Background: an optimization exercise with open tools, aiming at small area, a short achievable clock period and few clock cycles per item. Do not read the settings as production practice.
Where RTL was checked, it was by simulation tests only, not by an equivalence proof against the original.
For run 1, only the layout was checked, not whether the RTL still works.

## flow/design.v (module list and top-level ports; edited modules follow where they fit)
// module spsob_div_cell: 17 lines
// module spsob_mul8x8: 175 lines
// module spsob_mul_idx: 536 lines
// module spsob_mac8: 457 lines
// module spsob_c255: 107 lines
// module subtitle_pixel_src_over_blend_unit: 204 lines
module subtitle_pixel_src_over_blend_unit #(
  parameter int unsigned MaxCanvasDim = spsob_pkg::MaxCanvasDim
) (
  input  wire logic              clk_i,
  input  wire logic              rst_ni,
  input  wire logic              start,
  output logic                   busy,
  input  wire logic [103:0]      req_i,
  output logic                   done_o,
  output logic [56:0]            res_o,
  input  wire logic              cfg_valid_i,
  output logic                   cfg_ready_o,
  input  wire logic              cfg_index_i,
  input  wire logic [12:0]       cfg_data_i
);
  // ...
==> flow/flow/run.sh <==
#!/bin/bash
# Standard layout flow with these changes:
#  - synthesis runs Yosys's synth with -noabc (the final ABC mapping still runs), so the
#    hand-built adder trees reach the full-adder extraction as written;
#  - port buffers are sky130_fd_sc_hd__buf_2 (every port is still buffered);
#  - larger clock-tree sink clusters;
#  - timing repair aims for SETUP_SLACK_MARGIN ns of setup slack.
set -euo pipefail
sed '1s/yosys synth -nofsm -noshare /yosys synth -nofsm -noshare -noabc /' synth_recipe.tcl > synth_noabc.tcl
grep -q -- '-noabc' synth_noabc.tcl
bash standard.sh SYNTH_SCRIPT="$PWD/synth_noabc.tcl" SETUP_SLACK_MARGIN=17 \
  "BUFFER_PORTS_ARGS=-buffer_cell sky130_fd_sc_hd__buf_2" \
  CTS_CLUSTER_SIZE=24 CTS_CLUSTER_DIAMETER=120 CORE_UTILIZATION=60 \
  finish > make_finish.log 2>&1
==> flow/standard.sh <==
#!/bin/bash
# synth_recipe.tcl (not shown) runs the flow's synth.tcl, then flattens the netlist and writes it again
# the make line also repeats each setting of config.mk as NAME=value (left out here)
make -C /OpenROAD-flow-scripts/flow DESIGN_CONFIG=/design/flow/config.mk WORK_HOME=/design/flow/orfs CLKGATE_MAP_FILE= SYNTH_SCRIPT=/design/flow/synth_recipe.tcl "${@:-finish}"
==> flow/config.mk <==
export PLATFORM = sky130hd
export DESIGN_NAME = subtitle_pixel_src_over_blend_unit
export DESIGN_NICKNAME = subtitle_pixel_src_over_blend_unit
export VERILOG_FILES = /design/flow/design.v
export SDC_FILE = /design/flow/constraint.sdc
export NUM_CORES = 4
export LEC_CHECK = 0
export CAP_MARGIN = 20
export CORE_MARGIN = 2
export CORE_UTILIZATION = 40
export SLEW_MARGIN = 20
==> flow/constraint.sdc <==
create_clock -name core_clock -period 24.0 [get_ports {clk_i}]
set_input_delay 4.8000 -clock core_clock [delete_from_list [all_inputs] [get_ports {clk_i}]]
set_output_delay 4.8000 -clock core_clock [all_outputs]
set_load 0.01 [all_outputs]
==> metrics.md, run 1 <==
| Metric | Value |
|---|---|
| Outcome | no timing/DRC/antenna violations |
| Met1 usage | around a third |
| Largest regs | res7_q x57, t4_q x48, r5_q x39 |
| First-pass GRT wire length | 163000 um |
| Multiplexer area fraction after synthesis | between 4 and 5% |
| Starting Density | between 60% and 70% |
| Fraction of area in multi-input gates | 62.8% |
| Crit end category | register |
| FF-to-FF path depth | 21 |
| Routed vias/inst | ~5.3 |
| Final WS setup | roughly 17 ns |
| Sequential cell area share | between 20% and 30% |
| Final slew viol count | 0 |
| CTS tree | done |
| Fin nets | ~5900 |
| Final Hold Fails | 0 |
| Min-Delay Path Class | register to register |
| Main combinational cell family by area after synthesis | adder cells |
| Reg2reg setup slack | ~17 ns |
| H-tree levels | 2 |
| # Taps | approximately 1100 |
| Synth top area share | 28.6% |
| Worst Skew | around 0.028 ns |
| Metal2 WL | about 47000 um |
| Synth area leaders | dfxtp_1, fa_1, ha_1 |
| CTS Buf Count | 38 |
| Routed metal-1 wirelength | roughly 45000 um |
| GR Util met2 | between 40% and 50% |
| Startpoint types | register |
| Final Setup Violations | 0 |
| Routed WL | around 100000 um |
| Setup WS pre-CTS | roughly 16 ns |
| Layer with the highest usage | met2 |
| Total GRT Usage | roughly 24% |
| Min-delay src | m4_q[2] |
| Leading cell kind | multi-input gates |
| Critical Path Sink | idx2_q[21] |
==> module subtitle_pixel_src_over_blend_unit, before the edit <==
module subtitle_pixel_src_over_blend_unit #(
  parameter int unsigned MaxCanvasDim = spsob_pkg::MaxCanvasDim
) (
  input  wire logic              clk_i,
  input  wire logic              rst_ni,
  input  wire logic              start,
  output logic                   busy,
  input  wire logic [103:0]      req_i,
  output logic                   done_o,
  output logic [56:0]            res_o,
  input  wire logic              cfg_valid_i,
  output logic                   cfg_ready_o,
  input  wire logic              cfg_index_i,
  input  wire logic [12:0]       cfg_data_i
);
  localparam int unsigned NStg = 7;
  logic [15:0] pos_x, pos_y;
  logic [7:0]  cov, src_t, dst_a;
  logic [23:0] src_c, dst_c;
  assign pos_x = req_i[103:88];
  assign pos_y = req_i[87:72];
  assign cov   = req_i[71:64];
  assign src_c = req_i[63:40];
  assign src_t = req_i[39:32];
  assign dst_a = req_i[31:24];
  assign dst_c = req_i[23:0];
  assign busy        = 1'b0;
  assign cfg_ready_o = 1'b1;
  logic [12:0] wid_q, hgt_q, cfg_clamped;
  assign cfg_clamped = (cfg_data_i > 13'(MaxCanvasDim)) ? 13'(MaxCanvasDim) : cfg_data_i;
  always_ff @(posedge clk_i or negedge rst_ni) begin
    if (!rst_ni) begin
      wid_q <= '0;
      hgt_q <= '0;
    end else if (cfg_valid_i) begin
      if (cfg_index_i == spsob_pkg::CfgIdxWidth) wid_q <= cfg_clamped;
      else                                      hgt_q <= cfg_clamped;
    end
  end
  logic [NStg-1:0] vld_q;
  always_ff @(posedge clk_i or negedge rst_ni) begin
    if (!rst_ni) vld_q <= '0;
    else         vld_q <= {vld_q[NStg-2:0], start};
  end
  assign done_o = vld_q[NStg-1];
  logic        on1_q;
  logic [11:0] px1_q, py1_q;
  logic [12:0] w1_q;
  logic [7:0]  cov1_q, it1_q, da1_q;
  logic [23:0] s1_q, d1_q;
  logic        on1_d;
  assign on1_d = (pos_x[15:12] == 4'd0) && (pos_y[15:12] == 4'd0) &&
                 ({1'b0, pos_x[11:0]} < wid_q) && ({1'b0, pos_y[11:0]} < hgt_q) &&
                 (cov != 8'd0);
  always_ff @(posedge clk_i) begin
    on1_q  <= on1_d;
    px1_q  <= pos_x[11:0];
    py1_q  <= pos_y[11:0];
    w1_q   <= wid_q;
    cov1_q <= cov;
    it1_q  <= ~src_t;
    da1_q  <= dst_a;
    s1_q   <= src_c;
    d1_q   <= dst_c;
  end
  logic [15:0] cf1;
  logic [8:0]  cs1;
  logic [7:0]  fa1;
  logic        we1;
  logic [23:0] idx1;
  spsob_mul8x8 u_cf (.a(cov1_q), .b(it1_q), .p(cf1));
  assign cs1 = {1'b0, cf1[7:0]} + {1'b0, cf1[15:8]};
  assign fa1 = cf1[15:8] + {7'd0, (cs1 >= 9'd255)};
  assign we1 = on1_q && ((cf1[15:8] != 8'd0) || (cs1 >= 9'd255));
  spsob_mul_idx u_idx (.a(py1_q), .b(w1_q), .c(px1_q), .p(idx1));
  logic [7:0]  fa2_q, da2_q;
  logic        we2_q;
  logic [23:0] idx2_q, s2_q, d2_q;
  always_ff @(posedge clk_i) begin
    fa2_q  <= we1 ? fa1 : 8'd0;
    we2_q  <= we1;
    idx2_q <= we1 ? idx1 : 24'd0;
    da2_q  <= da1_q;
    s2_q   <= s1_q;
    d2_q   <= d1_q;
  end
  logic [15:0] x2;
  logic [7:0]  xq2, xr2;
  logic [8:0]  xs2;
  logic [7:0]  ia2;
  logic        xc2;
  assign ia2 = ~fa2_q;
  spsob_mul8x8 u_x (.a(da2_q), .b(ia2), .p(x2));
  assign xs2 = {1'b0, x2[7:0]} + {1'b0, x2[15:8]};
  assign xc2 = (xs2 >= 9'd255);
  assign xq2 = x2[15:8] + {7'd0, xc2};
  assign xr2 = xs2[7:0] + {7'd0, xc2};
  logic [7:0]  fa3_q, xq3_q, xr3_q;
  logic        we3_q;
  logic [23:0] idx3_q, m3_q, df3_q, d3_q;
  logic [2:0]  ge3_q;
  always_ff @(posedge clk_i) begin
    fa3_q  <= fa2_q;
    xq3_q  <= xq2;
    xr3_q  <= xr2;
    we3_q  <= we2_q;
    idx3_q <= idx2_q;
    d3_q   <= d2_q;
    for (int l = 0; l < 3; l++) begin
      logic [7:0] s, d;
      logic       ge;
      s  = s2_q[8*l +: 8];
      d  = d2_q[8*l +: 8];
      ge = (s >= d) || !we2_q;
      ge3_q[l]        <= ge;
      m3_q[8*l +: 8]  <= ge ? d : s;
      df3_q[8*l +: 8] <= ge ? s - d : d - s;
    end
  end
  logic [7:0]  w3  [3];
  logic [15:0] v3  [3];
  logic [8:0]  vs3 [3];
  logic [15:0] t3  [3];
  for (genvar l = 0; l < 3; l++) begin : g_s4
    assign w3[l] = ge3_q[l] ? fa3_q : xq3_q;
    spsob_mul8x8 u_v (.a(d3_q[8*l +: 8]), .b(xr3_q), .p(v3[l]));
    spsob_c255 u_c (.l(v3[l][7:0]), .h(v3[l][15:8]), .c(vs3[l][8]));
    assign vs3[l][7:0] = '0;
    spsob_mac8 u_t (.a(w3[l]), .b(df3_q[8*l +: 8]), .c(v3[l][15:8]), .ci(vs3[l][8]), .p(t3[l]));
  end
  logic [7:0]  oan4_q;
  logic        we4_q;
  logic [23:0] idx4_q, m4_q;
  logic [47:0] t4_q;
  always_ff @(posedge clk_i) begin
    oan4_q <= ~(fa3_q + xq3_q);
    we4_q  <= we3_q;
    idx4_q <= idx3_q;
    m4_q   <= m3_q;
    for (int l = 0; l < 3; l++) t4_q[16*l +: 16] <= t3[l];
  end
  logic [15:0] r4_7 [3];
  logic [15:0] r4_6 [3];
  logic [15:0] r4_5 [3];
  logic [2:0]  q4   [3];
  for (genvar l = 0; l < 3; l++) begin : g_s5
    spsob_div_cell #(.Bit(7)) u_b7 (.r_i(t4_q[16*l +: 16]), .dn_i(oan4_q), .r_o(r4_7[l]), .q_o(q4[l][2]));
    spsob_div_cell #(.Bit(6)) u_b6 (.r_i(r4_7[l]), .dn_i(oan4_q), .r_o(r4_6[l]), .q_o(q4[l][1]));
    spsob_div_cell #(.Bit(5)) u_b5 (.r_i(r4_6[l]), .dn_i(oan4_q), .r_o(r4_5[l]), .q_o(q4[l][0]));
  end
  logic [7:0]  oan5_q;
  logic        we5_q;
  logic [23:0] idx5_q, m5_q;
  logic [12:0] r5_q [3];
  logic [2:0]  q5_q [3];
  always_ff @(posedge clk_i) begin
    oan5_q <= oan4_q;
    we5_q  <= we4_q;
    idx5_q <= idx4_q;
    m5_q   <= m4_q;
    for (int l = 0; l < 3; l++) begin
      r5_q[l] <= r4_5[l][12:0];
      q5_q[l] <= q4[l];
    end
  end
  logic [15:0] r5_4 [3];
  logic [15:0] r5_3 [3];
  logic [15:0] r5_2 [3];
  logic [2:0]  q5   [3];
  for (genvar l = 0; l < 3; l++) begin : g_s6
    spsob_div_cell #(.Bit(4)) u_b4 (.r_i({3'd0, r5_q[l]}), .dn_i(oan5_q), .r_o(r5_4[l]), .q_o(q5[l][2]));
    spsob_div_cell #(.Bit(3)) u_b3 (.r_i(r5_4[l]), .dn_i(oan5_q), .r_o(r5_3[l]), .q_o(q5[l][1]));
    spsob_div_cell #(.Bit(2)) u_b2 (.r_i(r5_3[l]), .dn_i(oan5_q), .r_o(r5_2[l]), .q_o(q5[l][0]));
  end
  logic [7:0]  oan6_q;
  logic        we6_q;
  logic [23:0] idx6_q, m6_q;
  logic [9:0]  r6_q [3];
  logic [5:0]  q6_q [3];
  always_ff @(posedge clk_i) begin
    oan6_q <= oan5_q;
    we6_q  <= we5_q;
    idx6_q <= idx5_q;
    m6_q   <= m5_q;
    for (int l = 0; l < 3; l++) begin
      r6_q[l] <= r5_2[l][9:0];
      q6_q[l] <= {q5_q[l], q5[l]};
    end
  end
  logic [15:0] r6_1 [3];
  logic [15:0] r6_0 [3];
  logic [1:0]  q6   [3];
  logic [23:0] ch6;
  for (genvar l = 0; l < 3; l++) begin : g_s7
    spsob_div_cell #(.Bit(1)) u_b1 (.r_i({6'd0, r6_q[l]}), .dn_i(oan6_q), .r_o(r6_1[l]), .q_o(q6[l][1]));
    spsob_div_cell #(.Bit(0)) u_b0 (.r_i(r6_1[l]), .dn_i(oan6_q), .r_o(r6_0[l]), .q_o(q6[l][0]));
    assign ch6[8*l +: 8] = m6_q[8*l +: 8] + ({q6_q[l], q6[l]} & {8{we6_q}});
  end
  logic [56:0] res7_q;
  always_ff @(posedge clk_i) begin
    res7_q <= {we6_q, idx6_q, ~oan6_q, ch6};
  end
  assign res_o = res7_q;
endmodule
==> inputs of run 2 (changes only) <==
--- a/flow/design.v
+++ b/flow/design.v
@@ -1372,37 +1372,36 @@
     d1_q   <= dst_c;
   end
   logic [15:0] cf1;
-  logic [8:0]  cs1;
-  logic [7:0]  fa1;
+  logic        cc1;
+  logic [7:0]  fa1, fh1p;
   logic        we1;
   logic [23:0] idx1;
   spsob_mul8x8 u_cf (.a(cov1_q), .b(it1_q), .p(cf1));
-  assign cs1 = {1'b0, cf1[7:0]} + {1'b0, cf1[15:8]};
-  assign fa1 = cf1[15:8] + {7'd0, (cs1 >= 9'd255)};
-  assign we1 = on1_q && ((cf1[15:8] != 8'd0) || (cs1 >= 9'd255));
+  spsob_c255   u_cc (.l(cf1[7:0]), .h(cf1[15:8]), .c(cc1));
+  assign fh1p = cf1[15:8] + 8'd1;
+  assign fa1  = cc1 ? fh1p : cf1[15:8];
+  assign we1  = on1_q && ((cf1[15:8] != 8'd0) || cc1);
   spsob_mul_idx u_idx (.a(py1_q), .b(w1_q), .c(px1_q), .p(idx1));
   logic [7:0]  fa2_q, da2_q;
   logic        we2_q;
   logic [23:0] idx2_q, s2_q, d2_q;
   always_ff @(posedge clk_i) begin
-    fa2_q  <= we1 ? fa1 : 8'd0;
+    fa2_q  <= on1_q ? fa1 : 8'd0;
     we2_q  <= we1;
-    idx2_q <= we1 ? idx1 : 24'd0;
+    idx2_q <= idx1;
     da2_q  <= da1_q;
     s2_q   <= s1_q;
     d2_q   <= d1_q;
   end
   logic [15:0] x2;
-  logic [7:0]  xq2, xr2;
-  logic [8:0]  xs2;
-  logic [7:0]  ia2;
+  logic [7:0]  xq2, xr2, xs2, ia2;
   logic        xc2;
   assign ia2 = ~fa2_q;
   spsob_mul8x8 u_x (.a(da2_q), .b(ia2), .p(x2));
-  assign xs2 = {1'b0, x2[7:0]} + {1'b0, x2[15:8]};
-  assign xc2 = (xs2 >= 9'd255);
-  assign xq2 = x2[15:8] + {7'd0, xc2};
-  assign xr2 = xs2[7:0] + {7'd0, xc2};
+  spsob_c255   u_xc (.l(x2[7:0]), .h(x2[15:8]), .c(xc2));
+  assign xs2 = x2[7:0] + x2[15:8];
+  assign xq2 = xc2 ? x2[15:8] + 8'd1 : x2[15:8];
+  assign xr2 = xc2 ? xs2 + 8'd1 : xs2;
   logic [7:0]  fa3_q, xq3_q, xr3_q;
   logic        we3_q;
   logic [23:0] idx3_q, m3_q, df3_q, d3_q;
@@ -1412,7 +1411,7 @@
     xq3_q  <= xq2;
     xr3_q  <= xr2;
     we3_q  <= we2_q;
-    idx3_q <= idx2_q;
+    idx3_q <= we2_q ? idx2_q : 24'd0;
     d3_q   <= d2_q;
     for (int l = 0; l < 3; l++) begin
       logic [7:0] s, d;
--- a/flow/flow/run.sh
+++ b/flow/flow/run.sh
@@ -8,7 +8,7 @@
 set -euo pipefail
 sed '1s/yosys synth -nofsm -noshare /yosys synth -nofsm -noshare -noabc /' synth_recipe.tcl > synth_noabc.tcl
 grep -q -- '-noabc' synth_noabc.tcl
-bash standard.sh SYNTH_SCRIPT="$PWD/synth_noabc.tcl" SETUP_SLACK_MARGIN=17 \
+bash standard.sh SYNTH_SCRIPT="$PWD/synth_noabc.tcl" SETUP_SLACK_MARGIN=17.4 \
   "BUFFER_PORTS_ARGS=-buffer_cell sky130_fd_sc_hd__buf_2" \
   CTS_CLUSTER_SIZE=24 CTS_CLUSTER_DIAMETER=120 CORE_UTILIZATION=60 \
   finish > make_finish.log 2>&1
==> run 2 against run 1 <==
Compared with the run above: cell area grew 0.56%; synthesized area grew 0.34%; critical path depth increased by 2; synthesized cell count up 0.13%; global-route usage is 0.73 points lower; sequential share of layout area down 0.14 points; largest cell class unchanged.
==> metrics.md, run 2 <==
| Metric | Value |
|---|---|
| Setup WS pre-CTS | 16.78 ns (was 16.16 ns) |
| CP max stage cell | fa_2 (was fa_1) |
| Die area | 83700 um^2 (was 83400 um^2) |
| Vias in the first global route | 31888 (was 31856) |
| Worst Skew | 0.0360 ns (was 0.0283 ns) |
| Final period util | 26.8% (was 27.6%) |
| Worst setup path class | register to register (unchanged) |
| R2r endpoint | t4_q[31] (was idx2_q[21]) |
| Core Util, Final | 65.5% (was 65.3%) |
| Cts hold-fix bufs | 0 (unchanged) |
| Clock Sinks | 728 (unchanged) |
| Layout cell share with drive strength beyond 1 | 11.3% (was 10.3%) |
| Crit end category | register (unchanged) |
| Worst path max stage delay | 0.57 ns (about the same) |
| Total GRT Usage | 23.7% (was 24.4%) |
| Most common cell after layout, fill and taps aside | dfxtp_1 (unchanged) |
| Most common cell in the netlist | dfxtp_1 (unchanged) |
| Reg2reg setup slack | 17.56 ns (was 17.37 ns) |
| Yosys cell types | 69 (was 79) |
| Routed Antenna Nets | 0 (unchanged) |
| Startpoint types | register (unchanged) |
| Area delta synth->final | 8.08% (was 7.84%) |
| Syn Area/Cell | 10.7 um^2 (about the same) |
| Synth Warn # | 34 (unchanged) |
| Largest register FFs | 57 (unchanged) |
| CTS tree | done (unchanged) |
| Min-Delay Path Class | register to register (unchanged) |
| DIE HEIGHT | 289 um (about the same) |
| Routed vias/inst | 5.35 (was 5.31) |
| Initial antenna violation count | 13 (was 11) |
| WHS Endpoint | r5_q[0][3] (was m5_q[2]) |
| Worst path most repeated cell | fa_2 (was fa_1) |
| DIE WIDTH | 289 um (about the same) |
| I/O pin cnt | 182 (unchanged) |
| Routed WL | 97000 um (was 98500 um) |
| Final Hold Fails | 0 (unchanged) |
| Starting DRT DRC Count | 1075 (was 1149) |
| Largest Register | res7_q (unchanged) |
| Row count | 104 (unchanged) |
| Syn_nets | 5700 (unchanged) |
| Commonest cells post-synth | dfxtp_1, ha_1, and2_1, fa_1, nor2b_1 (was dfxtp_1, ha_1, fa_1, and2_1, nor2b_1) |
| Area post-placement | 51000 um^2 (was 50800 um^2) |
| Worst endpoint required time | 24.48 ns (was 24.46 ns) |
| Top_reg_cell synth | dfxtp_1 (unchanged) |
| Crit path max fanout | 24 (was 30) |
| Final WS setup | 17.56 ns (was 17.37 ns) |
| Clk latency of the worst-skew pair | 0.60 ns (about the same) |
| Starting Density | 60.6% (was 60.5%) |
| CTS Buffer Depth | 3 (unchanged) |
| Post-synthesis sequential area ratio | 30.2% (was 30.3%) |
| Max_cap viols | 0 (unchanged) |
| Outcome | no timing/DRC/antenna violations (unchanged) |
| Area leader, netlist | dfxtp_1 (unchanged) |
| Flops & latches, synth | 728 (unchanged) |
| FF-to-FF path depth | 23 (was 21) |
| Post-synth EDFFs | 0 (unchanged) |
| Routed WL per cell | 16.6 um (was 16.9 um) |
| Crit path max-delay family | adder cells (unchanged) |
| Crit path cell chain | buf_12, and2_1, fa_2, fa_1, fa_2, fa_2, ha_2, and2_1, o21ai_1, o31ai_1, or4_1, a41o_1, a21oi_2, xnor2_2, fa_1, ha_4, nand4_1, a211oi_2, o21a_1, o41ai_4, o21ba_4, o21ba_2, xnor2_1 (was and2_1, fa_1, fa_1, fa_1, fa_1, ha_1, a2111oi_4, o21ai_0, a41oi_1, xnor2_2, ha_1, a21o_1, a21oi_1, nor2b_1, o21a_1, o211ai_1, nand3_1, or3_4, o41ai_4, buf_6, nor2_1) |
| Worst EP arrival | 6.92 ns (was 7.10 ns) |
| Final slew viol count | 0 (unchanged) |
| Post-Route Setup TNS | 0 ns (unchanged) |
| Worst Tran Pin Value | 1.07 ns (was 1.08 ns) |
| Gp weighted congestion | 0.854 (was 0.844) |
| Largest regs | res7_q x57, t4_q x48, r5_q x39 (unchanged) |
| Finished layout cell area | 52800 um^2 (was 52500 um^2) |
| CTS clock-pin slew for the worst setup and hold paths | 0.10 ns (about the same) |
| First drt pass iteration count | 5 (unchanged) |
| Largest net degree at the start of global routing | 34 (unchanged) |
| Worst reg2reg path startpoint | xr3_q[5] (was cov1_q[2]) |
| CTS Buf Count | 38 (unchanged) |
| Root Buffer | clkbuf_16 (unchanged) |
| Min-delay src | t4_q[3] (was m4_q[2]) |
| Final Setup Violations | 0 (unchanged) |
| Fin nets | 5903 (was 5904) |
| Port Buffers | 179 (unchanged) |
| Drc violations | 0 (unchanged) |
| Mapped Cells | 4546 (was 4540) |
| Most frequent cells in the layout | dfxtp_1, ha_1, and2_1, fa_1, nor2b_1 (was dfxtp_1, ha_1, fa_1, and2_1, nor2b_1) |
| Unrepaired setup endpoints after global routing | yes (was no) |
| Mapped Area | 48800 um^2 (was 48700 um^2) |
| Gr ovfl total | 0 (unchanged) |
| Core Box Area | 80500 um^2 (was 80400 um^2) |
| Worst slew margin | 26.7% (was 25.9%) |
| First-pass GRT wire length | 160000 um (was 163000 um) |
| Minimum clock period | 6.44 ns (was 6.63 ns) |
| Hold Path Depth | 0 (unchanged) |
| Synth top area share | 28.5% (was 28.6%) |
| Synth area leaders | dfxtp_1, fa_1, ha_1 (unchanged) |
| Fmax achieved | 155 MHz (was 151 MHz) |
| Asr flop ratio synth | 4.53% (unchanged) |
| Vias | 31192 (was 30912) |
| Worst path buffer plus inverter count | 1 (unchanged) |
| Detailed Place HPWL | 78200 um (was 79200 um) |
| H-tree levels | 2 (unchanged) |
==> run 2: changes by cell type in the layout (fill, tap and decap cells not counted), moves of 10 or more <==
cell,change
nand2_1,-50
o21ai_0,-31
and2_1,+26
nor2b_1,+21
mux2_2,+14
a21oi_2,+12
xor2_1,-12
ha_1,-11
or2_2,+10
==> run 2: cell families after synthesis <==
| logic type | after synthesis | share of synthesized area [%] |
|---|---|---|
| adder cells (fa/ha/maj) | 1032 | 33.5 |
| XOR/XNOR | 288 | 5.18 |
| multiplexers | 198 | 4.38 |
| AND/OR/NAND/NOR | 1292 | 15.0 |
| AO/OA/AOI/OAI | 699 | 9.34 |
| flip-flops | 728 | 30.2 |
| other | 2 | 0.0154 |
| buffers and inverters | 307 | 2.38 |
==> run 2: worst max-delay path by stage <==
stage,depth (start not counted),from,end
after floorplan,10,req_i[89],on1_q
after global placement,22,xr3_q[7],t4_q[31]
after detailed placement,22,xr3_q[7],t4_q[31]
after CTS,23,xr3_q[5],t4_q[31]
after global routing,23,xr3_q[5],t4_q[31]
final,23,xr3_q[5],t4_q[31]
==> run 2: what timing repair did <==
| item | 4_1_cts | 5_1_grt |
|---|---|---|
| pin swaps | 5 | 26 |
| setup buffers | 3 | 29 |
| setup endpoints to repair | 40 | 92 |
| resized for setup | 16 | 84 |
==> run 2: cell type report <==
class	instances	area, um^2
clock buffers	43	970
clock inverters	10	141
fillers	6591	27800
inverters	239	901
repair buffers	231	1350
diodes	6	15.0
flip-flops and latches	728	14800
well taps	1060	1330
multi-input cells	3511	33300
==> run 2: metal layers <==
metal	global-route usage (%)	vias up	routed length, um
li1	-	15640	-
met5	0	-	74
met4	4.37	14	1610
met3	4.52	106	4540
met1	31.8	15034	45000
met2	40.2	398	45700
==> run 2: per-stage QoR <==
| step | hold slack, ns | instances |
|---|---|---|
| after floorplan | 0.310 | 4546 |
| after global placement | 0.309 | 5737 |
| after detailed placement | 0.312 | 5737 |
| after CTS | 0.307 | 5793 |
| after global routing | 0.306 | 5825 |
| final | 0.318 | 5828 |
==> run 2: worst reg2reg max path, delay by kind of cell (launching register included) <==
family / cells / cell delay (ns)
AO/OA/AOI/OAI: 9 / 1.66
buffers and inverters: 1 / 0.15
flip-flops: 1 / 0.34
AND/OR/NAND/NOR: 4 / 0.91
adder cells (fa/ha/maj): 7 / 2.98
XOR/XNOR: 2 / 0.28
Testbench counts of run 2, summed over its fixed seeds: cycles 12,056, items 12,000.
==> inputs of run 3 (changes only) <==
--- a/flow/flow/run.sh
+++ b/flow/flow/run.sh
@@ -8,7 +8,7 @@
 set -euo pipefail
 sed '1s/yosys synth -nofsm -noshare /yosys synth -nofsm -noshare -noabc /' synth_recipe.tcl > synth_noabc.tcl
 grep -q -- '-noabc' synth_noabc.tcl
-bash standard.sh SYNTH_SCRIPT="$PWD/synth_noabc.tcl" SETUP_SLACK_MARGIN=17.4 \
+bash standard.sh SYNTH_SCRIPT="$PWD/synth_noabc.tcl" SETUP_SLACK_MARGIN=17 \
   "BUFFER_PORTS_ARGS=-buffer_cell sky130_fd_sc_hd__buf_2" \
   CTS_CLUSTER_SIZE=24 CTS_CLUSTER_DIAMETER=120 CORE_UTILIZATION=60 \
   finish > make_finish.log 2>&1
==> run 3 against run 2 <==
Compared with the run above: worst setup slack worse by 0.20 ns; die area did not move; highest routed layer unchanged.
==> metrics.md, run 3 <==
| Metric | Value |
|---|---|
| Setup Fix Bufs, Post-CTS | 0 (was 3) |
| Worst Tran Pin Value | 1.10 ns (was 1.07 ns) |
| Top_reg_cell synth | dfxtp_1 (unchanged) |
| Initial antenna violation count | 13 (unchanged) |
| Vias in the first global route | 31865 (was 31888) |
| Vias | 31032 (was 31192) |
| Routed vias/inst | 5.35 (about the same) |
| Fin cells | 5795 (was 5828) |
| CTS Buffer Depth | 3 (unchanged) |
| Synth Warn # | 34 (unchanged) |
| Largest register FFs | 57 (unchanged) |
| Worst Skew | 0.0365 ns (was 0.0360 ns) |
| Syn Area/Cell | 10.7 um^2 (unchanged) |
| Core Util, Final | 64.8% (was 65.5%) |
| Drc violations | 0 (unchanged) |
| CTS Buf Count | 38 (unchanged) |
| Outcome | no timing/DRC/antenna violations (unchanged) |
| Final period util | 27.7% (was 26.8%) |
| Synth area leaders | dfxtp_1, fa_1, ha_1 (unchanged) |
| Fmax achieved | 151 MHz (was 155 MHz) |
| Area delta synth->final | 6.83% (was 8.08%) |
| Clk latency of the worst-skew pair | 0.60 ns (about the same) |
| Gr ovfl total | 0 (unchanged) |
| Mapped Cells | 4546 (unchanged) |
| Most frequent cells in the layout | dfxtp_1, ha_1, and2_1, fa_1, nor2b_1 (unchanged) |
| Row count | 104 (unchanged) |
| Fin nets | 5871 (was 5903) |
| Total GRT Usage | 23.7% (about the same) |
| Largest regs | res7_q x57, t4_q x48, r5_q x39 (unchanged) |
| DIE WIDTH | 289 um (unchanged) |
| CTS clock-pin slew for the worst setup and hold paths | 0.10 ns (about the same) |
| Finished layout cell area | 52200 um^2 (was 52800 um^2) |
| DIE HEIGHT | 289 um (unchanged) |
| Worst path most repeated cell | fa_1 (was fa_2) |
| Post-synthesis adder-cell area fraction | 33.5% (unchanged) |
| Post-synth EDFFs | 0 (unchanged) |
| Commonest cells post-synth | dfxtp_1, ha_1, and2_1, fa_1, nor2b_1 (unchanged) |
| Synth Area in Simple Gates | 15.0% (unchanged) |
| Detailed Place HPWL | 78200 um (unchanged) |
| Die area | 83700 um^2 (unchanged) |
| CTS tree | done (unchanged) |
| Multiplexer area fraction after synthesis | 4.38% (unchanged) |
| Post-Route Setup TNS | 0 ns (unchanged) |
| Final slew viol count | 0 (unchanged) |
| Post-synthesis sequential area ratio | 30.2% (unchanged) |
| Metal2 WL | 45200 um (was 45700 um) |
| Flops & latches, synth | 728 (unchanged) |
| Area post-placement | 51000 um^2 (unchanged) |
| Max_cap viols | 0 (unchanged) |
| Top Metal Used | met5 (unchanged) |
| Synth top area share | 28.5% (unchanged) |
| Core Box Area | 80500 um^2 (unchanged) |
| Gp weighted congestion | 0.854 (unchanged) |
| Largest net degree at the start of global routing | 34 (unchanged) |
| I/O pin cnt | 182 (unchanged) |
| Routed Antenna Nets | 0 (unchanged) |
| Routed WL per cell | 16.6 um (about the same) |
| Compound-Gate Fraction of Synth Area | 9.34% (unchanged) |
| Startpoint types | register (unchanged) |
| Layout cell share with drive strength beyond 1 | 9.45% (was 11.3%) |
| Clock Sinks | 728 (unchanged) |
| Most common cell in the netlist | dfxtp_1 (unchanged) |
| Crit path max fanout | 9 (was 24) |
| Worst path max stage delay | 0.56 ns (was 0.57 ns) |
| Placed cells | 5737 (unchanged) |
| Post-Synth XOR/XNOR Area | 5.18% (unchanged) |
| Crit path max-delay family | adder cells (unchanged) |
| Unrepaired setup endpoints after global routing | no (was yes) |
| Routed WL | 96200 um (was 97000 um) |
| Worst endpoint required time | 24.49 ns (was 24.48 ns) |
| Main combinational cell family by area after synthesis | adder cells (unchanged) |
| Met3 routed WL | 4340 um (was 4540 um) |
| Final Setup Violations | 0 (unchanged) |
| Crit path cell chain | nor2b_1, fa_1, fa_1, fa_1, fa_1, ha_1, or3_1, a311oi_1, o31ai_1, or2_2, xnor2_1, inv_1, ha_1, a21oi_1, o21ai_0, a211o_1, a21oi_2, nor2_1, nand3_1, nor2_1, xnor2_1 (was buf_12, and2_1, fa_2, fa_1, fa_2, fa_2, ha_2, and2_1, o21ai_1, o31ai_1, or4_1, a41o_1, a21oi_2, xnor2_2, fa_1, ha_4, nand4_1, a211oi_2, o21a_1, o41ai_4, o21ba_4, o21ba_2, xnor2_1) |
| Starting Density | 60.6% (unchanged) |
| Syn_nets | 5700 (unchanged) |
| CP max stage cell | dfxtp_1 (was fa_2) |
| Minimum clock period | 6.64 ns (was 6.44 ns) |
| Area leader, netlist | dfxtp_1 (unchanged) |
| Mapped Area | 48800 um^2 (unchanged) |
| Port Buffers | 179 (unchanged) |
| Min-Delay Path Class | register to register (unchanged) |
| Largest Register | res7_q (unchanged) |
| Worst setup path class | register to register (unchanged) |
| Worst EP arrival | 7.13 ns (was 6.92 ns) |
| Root Buffer | clkbuf_16 (unchanged) |
| Yosys cell types | 69 (unchanged) |
| Worst slew margin | 24.4% (was 26.7%) |
| Asr flop ratio synth | 4.53% (unchanged) |
| First drt pass iteration count | 7 (was 5) |
| Worst path buffer plus inverter count | 1 (unchanged) |
| Starting DRT DRC Count | 1093 (was 1075) |
| Crit end category | register (unchanged) |
| H-tree levels | 2 (unchanged) |
| First-pass GRT wire length | 160000 um (about the same) |
| Most common cell after layout, fill and taps aside | dfxtp_1 (unchanged) |
| Final Hold Fails | 0 (unchanged) |
| Routed metal-1 wirelength | 45100 um (was 45000 um) |
run 3: cell counts after synthesis:
Identical to the previous run, type by type.
run 3: final timing paths:
check	from	end	slack, ns	cells after the start
min	t4_q[1]	r5_q[0][1]	0.31	0
max reg2reg	fa2_q[6]	xr3_q[7]	17.36	21
min reg2reg	t4_q[1]	r5_q[0][1]	0.31	0
max	fa2_q[6]	xr3_q[7]	17.36	21
min in group asynchronous	rst_ni	hgt_q[8]	4.26	1
max in group asynchronous	rst_ni	vld_q[6]	19.24	1
run 3: metrics by stage:
| step | hold slack, ns | worst slack [ns] |
|---|---|---|
| final | 0.314 | 17.36 |
| after global routing | 0.306 | 17.00 |
| after CTS | 0.307 | 17.01 |
| after detailed placement | 0.312 | 16.78 |
| after global placement | 0.309 | 16.91 |
| after floorplan | 0.310 | 17.49 |
run 3: worst register-to-register path, cell delays in order (launching register included):
cell	delay (ns)
dfxtp_1	0.56
nor2b_1	0.12
fa_1	0.55
fa_1	0.45
fa_1	0.53
fa_1	0.51
ha_1	0.25
or3_1	0.38
a311oi_1	0.32
o31ai_1	0.15
or2_2	0.30
xnor2_1	0.25
inv_1	0.13
ha_1	0.36
a21oi_1	0.28
o21ai_0	0.13
a211o_1	0.28
a21oi_2	0.40
nor2_1	0.13
nand3_1	0.17
nor2_1	0.08
xnor2_1	0.22
run 3: area by class of cell:
| class | count | area (um^2) |
|---|---|---|
| clock inverters | 10 | 141 |
| clock buffers | 43 | 970 |
| repair buffers | 199 | 1050 |
| fillers | 6665 | 28400 |
| inverters | 239 | 897 |
| diodes | 5 | 12.5 |
| multi-input cells | 3511 | 33000 |
| well taps | 1060 | 1330 |
| flip-flops and latches | 728 | 14700 |
run 3: logic make-up (layout without fill, tap and decap cells):
kind of cell,after synthesis,in the layout
compound gates,699,699
xor+xnor,288,288
fa+ha+maj,1032,1032
buf+inv,307,491
flops,728,728
mux,198,198
other cells,2,7
simple gates,1292,1292
run 3: repair_timing:
item                       in CTS  in global routing
pin swaps                       0                  2
gates resized for setup         2                 18
setup endpoints to repair       6                 41
hold buffers                    0                  0
run 3: routing by layer:
| layer | track usage (%) | vias up |
|---|---|---|
| li1 | - | 15589 |
| met1 | 31.8 | 14952 |
| met2 | 40.2 | 373 |
| met3 | 4.52 | 104 |
| met4 | 4.38 | 14 |
| met5 | 0 | - |
==> inputs of run 4 (changes only) <==
--- a/flow/flow/run.sh
+++ b/flow/flow/run.sh
@@ -8,7 +8,7 @@
 set -euo pipefail
 sed '1s/yosys synth -nofsm -noshare /yosys synth -nofsm -noshare -noabc /' synth_recipe.tcl > synth_noabc.tcl
 grep -q -- '-noabc' synth_noabc.tcl
-bash standard.sh SYNTH_SCRIPT="$PWD/synth_noabc.tcl" SETUP_SLACK_MARGIN=17 \
+bash standard.sh SYNTH_SCRIPT="$PWD/synth_noabc.tcl" SETUP_SLACK_MARGIN=17.6 \
   "BUFFER_PORTS_ARGS=-buffer_cell sky130_fd_sc_hd__buf_2" \
-  CTS_CLUSTER_SIZE=24 CTS_CLUSTER_DIAMETER=120 CORE_UTILIZATION=60 \
+  CTS_CLUSTER_SIZE=24 CTS_CLUSTER_DIAMETER=120 CORE_UTILIZATION=75 \
   finish > make_finish.log 2>&1
==> run 4 against run 3 <==
Compared with the run above: critical endpoint is now t4_q[31]; sequential share of layout area down 0.27 points; flip-flop and latch count unchanged; die area down 20%; register-to-register slack better by 0.15 ns; via count up 4.3%.
==> metrics.md, run 4 <==
| Metric | Value |
|---|---|
| Initial antenna violation count | 13 (unchanged) |
| Hold Path Depth | 0 (unchanged) |
| Drc violations | 0 (unchanged) |
| I/O pin cnt | 182 (unchanged) |
| CTS Buffer Depth | 3 (unchanged) |
| Worst Skew | 0.0345 ns (was 0.0365 ns) |
| Worst slew margin | 22.5% (was 24.4%) |
| H-tree levels | 2 (unchanged) |
| Crit path max-delay family | adder cells (unchanged) |
| Worst Tran Pin Value | 1.13 ns (was 1.10 ns) |
| First drt pass iteration count | 6 (was 7) |
| Final period util | 27.1% (was 27.7%) |
| Mapped Area | 48800 um^2 (unchanged) |
| Largest Register | res7_q (unchanged) |
| Outcome | no timing/DRC/antenna violations (unchanged) |
| Die area | 67200 um^2 (was 83700 um^2) |
| Starting Density | 75.8% (was 60.6%) |
| CTS tree | done (unchanged) |
| Crit end category | register (unchanged) |
| Final Hold Fails | 0 (unchanged) |
| Most frequent cells in the layout | dfxtp_1, ha_1, and2_1, fa_1, nor2b_1 (unchanged) |
| Worst setup path class | register to register (unchanged) |
| Worst EP arrival | 6.99 ns (was 7.13 ns) |
| Fin cells | 5621 (was 5795) |
| Min-Delay Path Class | register to register (unchanged) |
| Fmax achieved | 154 MHz (was 151 MHz) |
| Yosys cell types | 69 (unchanged) |
| Top_reg_cell synth | dfxtp_1 (unchanged) |
| Layout cell share with drive strength beyond 1 | 12.4% (was 9.45%) |
| Unrepaired setup endpoints after global routing | yes (was no) |
| Crit path cell chain | buf_8, and2_4, fa_1, fa_1, fa_1, fa_1, ha_4, and2_4, o21ai_2, o31ai_2, or4_4, a41o_1, a21oi_2, xnor2_2, fa_1, ha_4, nand4_1, a211oi_2, o21a_2, o41ai_4, o21ba_4, o21ba_4, xnor2_1 (was nor2b_1, fa_1, fa_1, fa_1, fa_1, ha_1, or3_1, a311oi_1, o31ai_1, or2_2, xnor2_1, inv_1, ha_1, a21oi_1, o21ai_0, a211o_1, a21oi_2, nor2_1, nand3_1, nor2_1, xnor2_1) |
| Final slew viol count | 0 (unchanged) |
| Worst endpoint required time | 24.49 ns (about the same) |
| Clock Sinks | 728 (unchanged) |
| CTS clock-pin slew for the worst setup and hold paths | 0.10 ns (about the same) |
| Area post-placement | 50700 um^2 (was 51000 um^2) |
| Port Buffers | 179 (unchanged) |
| Starting DRT DRC Count | 1481 (was 1093) |
| First-pass GRT wire length | 164000 um (was 160000 um) |
| Synth area leaders | dfxtp_1, fa_1, ha_1 (unchanged) |
| Worst path most repeated cell | fa_1 (unchanged) |
| CTS Buf Count | 36 (was 38) |
| Minimum clock period | 6.50 ns (was 6.64 ns) |
| Finished layout cell area | 52900 um^2 (was 52200 um^2) |
| Worst path max stage delay | 0.56 ns (about the same) |
| Hold WS | 0.317 ns (was 0.314 ns) |
| Fillers | 3957 (was 6665) |
| Asr flop ratio synth | 4.53% (unchanged) |
| Crit path max fanout | 6 (was 9) |
| Row count | 93 (was 104) |
| DIE WIDTH | 259 um (was 289 um) |
| Startpoint types | register (unchanged) |
| Gp weighted congestion | 0.902 (was 0.854) |
| Fin nets | 5906 (was 5871) |
| Worst path buffer plus inverter count | 1 (unchanged) |
| Syn_nets | 5700 (unchanged) |
| Post-synthesis sequential area ratio | 30.2% (unchanged) |
| Area leader, netlist | dfxtp_1 (unchanged) |
| Detailed Place HPWL | 77800 um (was 78200 um) |
| Final WS setup | 17.50 ns (was 17.36 ns) |
| Setup WS pre-CTS | 16.89 ns (was 16.78 ns) |
| Post-Route Setup TNS | 0 ns (unchanged) |
| Commonest cells post-synth | dfxtp_1, ha_1, and2_1, fa_1, nor2b_1 (unchanged) |
| DIE HEIGHT | 259 um (was 289 um) |
| FF-to-FF path depth | 23 (was 21) |
| Largest register FFs | 57 (unchanged) |
| Area delta synth->final | 8.25% (was 6.83%) |
| Most common cell in the netlist | dfxtp_1 (unchanged) |
| Routed WL per cell | 17.9 um (was 16.6 um) |
| Synth Warn # | 34 (unchanged) |
| Core Box Area | 64500 um^2 (was 80500 um^2) |
| CP max stage cell | fa_1 (was dfxtp_1) |
| Syn Area/Cell | 10.7 um^2 (unchanged) |
| Clk latency of the worst-skew pair | 0.60 ns (about the same) |
| Root Buffer | clkbuf_16 (unchanged) |
| Mapped Cells | 4546 (unchanged) |
| Placed cells | 5530 (was 5737) |
| Synth top area share | 28.5% (unchanged) |
| Final Setup Violations | 0 (unchanged) |
| Post-synth EDFFs | 0 (unchanged) |
| Critical path depth | 23 (was 21) |
| Vias | 32375 (was 31032) |
| Most common cell after layout, fill and taps aside | dfxtp_1 (unchanged) |
| Total GRT Usage | 30.0% (was 23.7%) |
| Largest regs | res7_q x57, t4_q x48, r5_q x39 (unchanged) |
| Gr ovfl total | 0 (unchanged) |
| Largest net degree at the start of global routing | 34 (unchanged) |
| Routed vias/inst | 5.76 (was 5.35) |
| Routed WL | 101000 um (was 96200 um) |
| Vias in the first global route | 33810 (was 31865) |
| Routed Antenna Nets | 0 (unchanged) |
| Cts hold-fix bufs | 0 (unchanged) |
| Flops & latches, synth | 728 (unchanged) |
| Max_cap viols | 0 (unchanged) |
run 4: metal layers:
metal  share of wire (%)  global-route usage (%)  routed length, um  vias to the layer above
met4                 2.5                    8.05               2480                       16
met5               0.097                       0                 98                        -
met3                 4.6                    4.39               4580                      157
li1                    -                       -                  -                    15664
met2                  50                    54.0              50500                      655
met1                  43                    37.8              42900                    15883
run 4: logic make-up (layout without fill, tap and decap cells):
group           after synthesis  in the layout  synth area share, %
compound gates              699            699                 9.34
xor+xnor                    288            288                 5.18
fa+ha+maj                  1032           1032                 33.5
buf+inv                     307            522                 2.38
flops                       728            728                 30.2
mux                         198            198                 4.38
other cells                   2              7               0.0154
simple gates               1292           1292                 15.0
run 4: cell type report:
cell class	instances	area, um^2	share of cell area (%)
inverters	239	901	1.70
repair buffers	236	1450	2.74
well taps	855	1070	2.02
clock inverters	4	38.8	0.0734
flip-flops and latches	728	14800	28.0
multi-input cells	3511	33600	63.6
diodes	5	12.5	0.0237
clock buffers	43	970	1.83
run 4: what timing repair did:
action | CTS | global route
cloned | 1 | 1
gates resized for setup | 46 | 123
endpoints found under the setup margin | 70 | 103
setup buffers | 6 | 31
pin swaps | 9 | 43
run 4: worst paths after layout:
kind                        endpoint  slack (ns)      start
hold / removal             idx4_q[4]        0.32  idx3_q[4]
setup reg to reg            t4_q[31]       17.50   xr3_q[7]
min in group asynchronous  wid_q[11]        4.25     rst_ni
hold reg to reg            idx4_q[4]        0.32  idx3_q[4]
max in group asynchronous   vld_q[5]       19.27     rst_ni
setup / recovery            t4_q[31]       17.50   xr3_q[7]
run 4: stage by stage:
step                      utilization [%]
final                                82.0
after floorplan                         -
after detailed placement             78.6
after global placement               78.6
after CTS                            80.7
after global routing                 82.0
run 4: worst reg2reg max path: stages (launching register included):
cell	delay, ns
dfxtp_4	0.36
buf_8	0.13
and2_4	0.14
fa_1	0.49
fa_1	0.54
fa_1	0.44
fa_1	0.56
ha_4	0.23
and2_4	0.14
o21ai_2	0.15
o31ai_2	0.09
or4_4	0.50
a41o_1	0.24
a21oi_2	0.17
xnor2_2	0.16
fa_1	0.49
ha_4	0.30
nand4_1	0.13
a211oi_2	0.27
o21a_2	0.23
o41ai_4	0.08
o21ba_4	0.25
o21ba_4	0.19
xnor2_1	0.11

==> static timing again, ports no longer ideal <==
How much do the figures lean on ideal ports? The routed layouts below were timed once more, with nothing changed but the port constraints.
Step 1, drivers: a clkbuf_16 drives clk_i and a buf_2 each remaining input, both assumed.
Step 2 moves the port delays by t, midway between the first and last clock arrival at a register: inputs arrive t later, outputs are due t later. That takes back most of the time a late clock gives input paths.
Slacks: ideal / step 1 / step 2; pairs: ideal / step 1.
run | shift t [ns] | slack for setup (ns) | slew at the worst register clock pin (ns) | worst data-port slew with drivers (ns) | pins driven straight from the clock port
run 1 | 0.656 | 17.368 / 17.368 / 17.125 | 0.10 / 0.10 | 0.08 | 1
run 2 | 0.648 | 17.557 / 17.557 / 17.210 | 0.10 / 0.10 | 0.08 | 1
run 3 | 0.648 | 17.358 / 17.358 / 17.211 | 0.10 / 0.10 | 0.08 | 1
run 4 | 0.647 | 17.505 / 17.505 / 17.234 | 0.11 / 0.11 | 0.08 | 1
After both steps every run listed still meets setup and hold. The setup slack of run 2, which loses most, moves by 0.000 ns with the drivers and by -0.347 ns with both steps.
